From an optimization exercise on the open Yosys and OpenROAD flow, aimed at small area; shortcuts taken in it are not production practice.
Only simulation tests tie the RTL to the original design; equivalence was not proved.
No activity file was given, so power comes from the tool's default toggle rates.

// vdc_top
module vdc_top (
	input  logic          clk,
	input  logic          reset,
	input  logic          cs,            
	input  logic          we,            
	input  logic [7:0]    db_in,
	input  logic [6:0]    direct_reg,    
	input  logic [3:0]    rgbi,          
	output logic [7:0]    db_out,
	output logic          hsync,
	output logic          vsync,
	output logic          irq,
	output vdc_pkg::rgb_t rgb
);
	vdc_pkg::beam_cfg_t cfg;
	vdc_pkg::beam_pos_t pos;
	logic               pal_we;
	logic [5:0]         pal_adr;
	logic [7:0]         pal_val;
	vdc_regs i_regs (
		.clk        (clk),
		.reset      (reset),
		.cs         (cs),
		.we         (we),
		.db_in      (db_in),
		.direct_reg (direct_reg),
		.pos        (pos),
		.db_out     (db_out),
		.cfg        (cfg),
		.pal_we     (pal_we),
		.pal_adr    (pal_adr),
		.pal_val    (pal_val)
	);
	vdc_beam i_beam (
		.clk   (clk),
		.reset (reset),
		.cfg   (cfg),
		.pos   (pos),
		.hsync (hsync),
		.vsync (vsync),
		.irq   (irq)
	);
	vdc_palette i_palette (
		.clk     (clk),
		.reset   (reset),
		.pal_we  (pal_we),
		.pal_adr (pal_adr),
		.pal_val (pal_val),
		.rgbi    (rgbi),
		.rgb     (rgb)
	);
endmodule
Settings: LEC_CHECK=0, CAP_MARGIN=0, CORE_MARGIN=2, CORE_UTILIZATION=40, PLACE_DENSITY=0.75, SLEW_MARGIN=0; clock period 8.0 ns.
standard.sh (not shown) runs the stock make flow with config.mk's settings and CLKGATE_MAP_FILE= SYNTH_SCRIPT=/design/flow/synth_recipe.tcl, a recipe that flattens the netlist after the stock synthesis.
==> flow/flow/run.sh <==
#!/bin/bash
# The standard layout (standard.sh, all steps) with three changes:
#  - synthesis maps the logic with an area-oriented ABC script (abc.script beside this
#    file), run from a copy of ORFS's scripts folder that differs only in that script;
#    flip-flops are mapped before ABC runs, so the registers are those of the standard
#    synthesis
#  - ports are buffered with the smallest buffer
#  - clock tree synthesis inserts no dummy loads
set -euo pipefail
work=$(pwd)
rm -rf "$work/scripts"
cp -r "$FLOW_HOME/scripts" "$work/scripts"
cp "$work/flow/abc.script" "$work/scripts/abc_speed.script"
export BUFFER_PORTS_ARGS="-buffer_cell sky130_fd_sc_hd__buf_1"
export CTS_ARGS="-sink_clustering_enable -repair_clock_nets -sink_clustering_size 16 -sink_clustering_max_diameter 70 -buf_list sky130_fd_sc_hd__clkbuf_8 -dont_use_dummy_load"
bash standard.sh "SCRIPTS_DIR=$work/scripts" finish > "$work/standard.log" 2>&1
==> flow/flow/abc.script <==
&get -n
&st
&dch -f
&nf -R 1000 -p -F 10 -A 10 -C 32
&put
Next try:
==> flow/flow/run.sh (replaced) <==
#!/bin/bash
# Standard layout, with two changes: ports are buffered with the smallest
# buffer, and clock tree synthesis inserts no dummy loads.
set -euo pipefail
export BUFFER_PORTS_ARGS="-buffer_cell sky130_fd_sc_hd__buf_1"
export CTS_ARGS="-sink_clustering_enable -repair_clock_nets -sink_clustering_size 16 -sink_clustering_max_diameter 50 -buf_list sky130_fd_sc_hd__clkbuf_8 -dont_use_dummy_load"
bash standard.sh > standard.log 2>&1
--- a/flow/config.mk
+++ b/flow/config.mk
@@ -10,3 +10,5 @@
 export CORE_UTILIZATION = 40
-export PLACE_DENSITY = 0.75
+export CTS_BUF_LIST = sky130_fd_sc_hd__clkbuf_8
+export CTS_CLUSTER_DIAMETER = 50
+export CTS_CLUSTER_SIZE = 16
 export SLEW_MARGIN = 0
removed: flow/flow/abc.script
Die area is higher by 5.3%.
Hold slack degrades by 0.077 ns.
Cell count is higher by 7.6%.
Final area goes up by 4.5%.
Count of clock-buffer cells in the layout goes up by 15.
Power climbs by 6.1%.
Maximum frequency goes up by 31%.
Utilization fell by 0.24 points.
Synthesized area came out higher by 5.4%.
Routed wire length grows by 18%.
Clock power is higher by 19%.
Next try:
==> flow/flow/run.sh (replaced) <==
#!/bin/bash
# The standard layout (standard.sh, all steps) with three changes:
#  - synthesis maps the logic with an area-oriented ABC script (abc.script beside this
#    file), run from a copy of ORFS's scripts folder that differs only in that script;
#    flip-flops are mapped before ABC runs, so the registers are those of the standard
#    synthesis
#  - ports are buffered with the smallest buffer
#  - clock tree synthesis inserts no dummy loads
set -euo pipefail
work=$(pwd)
rm -rf "$work/scripts"
cp -r "$FLOW_HOME/scripts" "$work/scripts"
cp "$work/flow/abc.script" "$work/scripts/abc_speed.script"
export BUFFER_PORTS_ARGS="-buffer_cell sky130_fd_sc_hd__buf_1"
export CTS_ARGS="-sink_clustering_enable -repair_clock_nets -sink_clustering_size 14 -sink_clustering_max_diameter 100 -buf_list sky130_fd_sc_hd__clkbuf_8 -dont_use_dummy_load"
bash standard.sh "SCRIPTS_DIR=$work/scripts" finish > "$work/standard.log" 2>&1
==> flow/flow/abc.script (new file) <==
&get -n
&st
&dch -f
&nf -R 1000 -p -F 10 -A 10 -C 32
&put
=> Core utilization is higher by 0.41 points. Worst setup slack gets worse by 1.5 ns. Global-route usage is lower by 1.6 points. Synthesized area is lower by 5.2%.

* * *

vdc_top again, from the RTL that the note above started with.
==> flow/design.v (excerpt) <==
module vdc_top (
	input  logic          clk,
	input  logic          reset,
	input  logic          cs,            
	input  logic          we,            
	input  logic [7:0]    db_in,
	input  logic [6:0]    direct_reg,    
	input  logic [3:0]    rgbi,          
	output logic [7:0]    db_out,
	output logic          hsync,
	output logic          vsync,
	output logic          irq,
	output vdc_pkg::rgb_t rgb
);
	vdc_pkg::beam_cfg_t cfg;
	vdc_pkg::beam_pos_t pos;
	logic               pal_we;
	logic [5:0]         pal_adr;
	logic [7:0]         pal_val;
	vdc_regs i_regs (
		.clk        (clk),
		.reset      (reset),
		.cs         (cs),
		.we         (we),
		.db_in      (db_in),
		.direct_reg (direct_reg),
		.pos        (pos),
		.db_out     (db_out),
		.cfg        (cfg),
		.pal_we     (pal_we),
		.pal_adr    (pal_adr),
		.pal_val    (pal_val)
	);
	vdc_beam i_beam (
		.clk   (clk),
		.reset (reset),
		.cfg   (cfg),
		.pos   (pos),
		.hsync (hsync),
		.vsync (vsync),
		.irq   (irq)
	);
	vdc_palette i_palette (
		.clk     (clk),
		.reset   (reset),
		.pal_we  (pal_we),
		.pal_adr (pal_adr),
		.pal_val (pal_val),
		.rgbi    (rgbi),
		.rgb     (rgb)
	);
endmodule
export LEC_CHECK = 0
export CAP_MARGIN = 0
export CORE_MARGIN = 2
export CORE_UTILIZATION = 40
export CTS_BUF_LIST = sky130_fd_sc_hd__clkbuf_8
export CTS_CLUSTER_DIAMETER = 100
export CTS_CLUSTER_SIZE = 16
export GPL_TIMING_DRIVEN = 0
export SLEW_MARGIN = 0
create_clock -name core_clock -period 8.0 [get_ports {clk}]
==> flow/flow/run.sh <==
#!/bin/bash
# The standard layout (standard.sh, all steps) with three changes:
#  - synthesis maps the logic with an area-oriented ABC script (abc.script beside this
#    file), run from a copy of ORFS's scripts folder that differs only in that script;
#    flip-flops are mapped before ABC runs, so the registers are those of the standard
#    synthesis
#  - ports are buffered with the smallest buffer
#  - clock tree synthesis inserts no dummy loads
set -euo pipefail
work=$(pwd)
rm -rf "$work/scripts"
cp -r "$FLOW_HOME/scripts" "$work/scripts"
cp "$work/flow/abc.script" "$work/scripts/abc_speed.script"
export BUFFER_PORTS_ARGS="-buffer_cell sky130_fd_sc_hd__buf_1"
export CTS_ARGS="-sink_clustering_enable -repair_clock_nets -sink_clustering_size 16 -sink_clustering_max_diameter 100 -buf_list sky130_fd_sc_hd__clkbuf_8 -dont_use_dummy_load"
bash standard.sh "SCRIPTS_DIR=$work/scripts" finish > "$work/standard.log" 2>&1
==> flow/flow/abc.script <==
&get -n
&st
&dch -f
&nf -R 1000 -p -F 10 -A 10 -C 32
&put
The first run passed the timing, design-rule and antenna checks.
Edit:
==> flow/run.sh (new file) <==
#!/bin/bash
# synth_recipe.tcl (not shown) runs the flow's synth.tcl, then flattens the netlist and writes it again
# the make line also repeats each setting of config.mk as NAME=value (left out here)
make -C /OpenROAD-flow-scripts/flow DESIGN_CONFIG=/design/flow/config.mk WORK_HOME=/design/flow/orfs CLKGATE_MAP_FILE= SYNTH_SCRIPT=/design/flow/synth_recipe.tcl finish
--- a/flow/config.mk
+++ b/flow/config.mk
@@ -10,6 +10,5 @@
 export CORE_UTILIZATION = 40
 export CTS_BUF_LIST = sky130_fd_sc_hd__clkbuf_8
-export CTS_CLUSTER_DIAMETER = 100
+export CTS_CLUSTER_DIAMETER = 50
 export CTS_CLUSTER_SIZE = 16
-export GPL_TIMING_DRIVEN = 0
 export SLEW_MARGIN = 0
removed: flow/flow/run.sh
removed: flow/flow/abc.script
removed: flow/standard.sh
What happened:
- hold slack gains 0.029 ns
- total power goes up by 9.9%
- clock power goes up by about 33%
- design area goes up by about 5%
- wire length goes up by 16%
- register-to-register slack gains 2.2 ns
- via count goes up by about 10%
Edit:
==> flow/flow/run.sh (new file) <==
#!/bin/bash
# The standard layout (standard.sh, all steps) with three changes:
#  - synthesis maps the logic with an area-oriented ABC script (abc.script beside this
#    file), run from a copy of ORFS's scripts folder that differs only in that script;
#    flip-flops are mapped before ABC runs, so the registers are those of the standard
#    synthesis; the adder step is skipped, so ABC also maps the few adders and
#    comparators as plain logic
#  - ports are buffered with the smallest buffer
#  - clock tree synthesis inserts no dummy loads
set -euo pipefail
work=$(pwd)
rm -rf "$work/scripts"
cp -r "$FLOW_HOME/scripts" "$work/scripts"
cp "$work/flow/abc.script" "$work/scripts/abc_speed.script"
export BUFFER_PORTS_ARGS="-buffer_cell sky130_fd_sc_hd__buf_1"
export CTS_ARGS="-sink_clustering_enable -repair_clock_nets -sink_clustering_size 16 -sink_clustering_max_diameter 70 -buf_list sky130_fd_sc_hd__clkbuf_8 -dont_use_dummy_load"
bash standard.sh "SCRIPTS_DIR=$work/scripts" "ADDER_MAP_FILE=" finish > "$work/standard.log" 2>&1
==> flow/flow/abc.script (new file) <==
&get -n
&st
&dch -f
&nf -R 1000 -p -F 10 -A 10 -C 32
&put
==> flow/standard.sh (new file) <==
#!/bin/bash
# synth_recipe.tcl (not shown) runs the flow's synth.tcl, then flattens the netlist and writes it again
# the make line also repeats each setting of config.mk as NAME=value (left out here)
make -C /OpenROAD-flow-scripts/flow DESIGN_CONFIG=/design/flow/config.mk WORK_HOME=/design/flow/orfs CLKGATE_MAP_FILE= SYNTH_SCRIPT=/design/flow/synth_recipe.tcl "${@:-finish}"
==> flow/config.mk (replaced) <==
export PLATFORM = sky130hd
export DESIGN_NAME = vdc_top
export DESIGN_NICKNAME = vdc_top
export VERILOG_FILES = /design/flow/design.v
export SDC_FILE = /design/flow/constraint.sdc
export NUM_CORES = 4
export LEC_CHECK = 0
export CAP_MARGIN = 10
export CORE_MARGIN = 2
export CORE_UTILIZATION = 40
export SLEW_MARGIN = 10
removed: flow/run.sh
After rerunning: Worst hold slack degrades by 0.020 ns; non-clock buffer count came out higher by 6; final cell count falls by 9.7%; worst setup slack loses 1.7 ns; sequential share of layout area went up by 5.3 points; synthesized area fell by 6.2%; utilization goes down by 0.51 points; power is lower by about 9%; final area goes down by about 8%; combinational power came out lower by about 22%.
Edit:
--- a/flow/flow/run.sh
+++ b/flow/flow/run.sh
@@ -4,6 +4,5 @@
 #    file), run from a copy of ORFS's scripts folder that differs only in that script;
 #    flip-flops are mapped before ABC runs, so the registers are those of the standard
-#    synthesis; the adder step is skipped, so ABC also maps the few adders and
-#    comparators as plain logic
+#    synthesis
 #  - ports are buffered with the smallest buffer
 #  - clock tree synthesis inserts no dummy loads
@@ -15,3 +14,3 @@
 export BUFFER_PORTS_ARGS="-buffer_cell sky130_fd_sc_hd__buf_1"
 export CTS_ARGS="-sink_clustering_enable -repair_clock_nets -sink_clustering_size 16 -sink_clustering_max_diameter 70 -buf_list sky130_fd_sc_hd__clkbuf_8 -dont_use_dummy_load"
-bash standard.sh "SCRIPTS_DIR=$work/scripts" "ADDER_MAP_FILE=" finish > "$work/standard.log" 2>&1
+bash standard.sh "SCRIPTS_DIR=$work/scripts" finish > "$work/standard.log" 2>&1
==> flow/flow/abc.script (replaced) <==
&get -n
&st
&deepsyn -T 60
&dch -f
&nf -R 1000 -p -F 10 -A 10 -C 32
&put
--- a/flow/config.mk
+++ b/flow/config.mk
@@ -6,6 +6,9 @@
 export NUM_CORES = 4
 export LEC_CHECK = 0
-export CAP_MARGIN = 10
+export CAP_MARGIN = 0
 export CORE_MARGIN = 2
 export CORE_UTILIZATION = 40
-export SLEW_MARGIN = 10
+export CTS_BUF_LIST = sky130_fd_sc_hd__clkbuf_8
+export CTS_CLUSTER_DIAMETER = 50
+export CTS_CLUSTER_SIZE = 16
+export SLEW_MARGIN = 0
=> Flip-flop and latch count stays the same; clock-buffer cell count grows by 2; non-clock buffer count shrinks by 2; sequential power hardly moves; global-route usage grows by 2.3 points; wire length grows by roughly a tenth; power grows slightly; sequential share of layout area shrinks by 0.59 points.

what the ideal ports hide:
In the flow no input, the clock included, has a driving cell. The finished layouts below were timed again as built, in two steps. Step 1 sets driving cells, clkbuf_16 on the clock port and buf_2 on the other inputs (assumed; they add their load-dependent delay and slew). Step 2 moves the port delays by t, midway between the first and last clock arrival at a register: inputs arrive t later, outputs are due t later. That takes back most of the time a late clock gives input paths. Slacks: ideal / step 1 / step 2; pairs: ideal / step 1.
| run | shift t [ns] | setup WS [ns] | latest minus earliest clock arrival (ns) | pins driven straight from the clock port |
|---|---|---|---|---|
| the first run of note 1 | 0.613 | 2.273 / 2.233 / 1.619 | 0.089 / 0.089 | 1 |
| the second run of note 1 | 0.704 | 3.643 / 3.673 / 2.969 | 0.158 / 0.158 | 1 |
| the third run of note 1 | 0.677 | 2.174 / 2.147 / 1.469 | 0.093 / 0.093 | 1 |
| the first run of note 2 | 0.656 | 1.426 / 1.381 / 0.725 | 0.078 / 0.078 | 1 |
| the second run of note 2 | 0.717 | 3.217 / 3.255 / 2.539 | 0.071 / 0.071 | 1 |
| the third run of note 2 | 0.679 | 1.547 / 1.493 / 0.813 | 0.093 / 0.093 | 1 |
| the fourth run of note 2 | 0.683 | 2.699 / 2.721 / 2.038 | 0.109 / 0.109 | 1 |
After both steps every run listed still meets setup and hold. The setup slack of the third run of note 2, which loses most, moves by -0.054 ns with the drivers and by -0.734 ns with both steps.
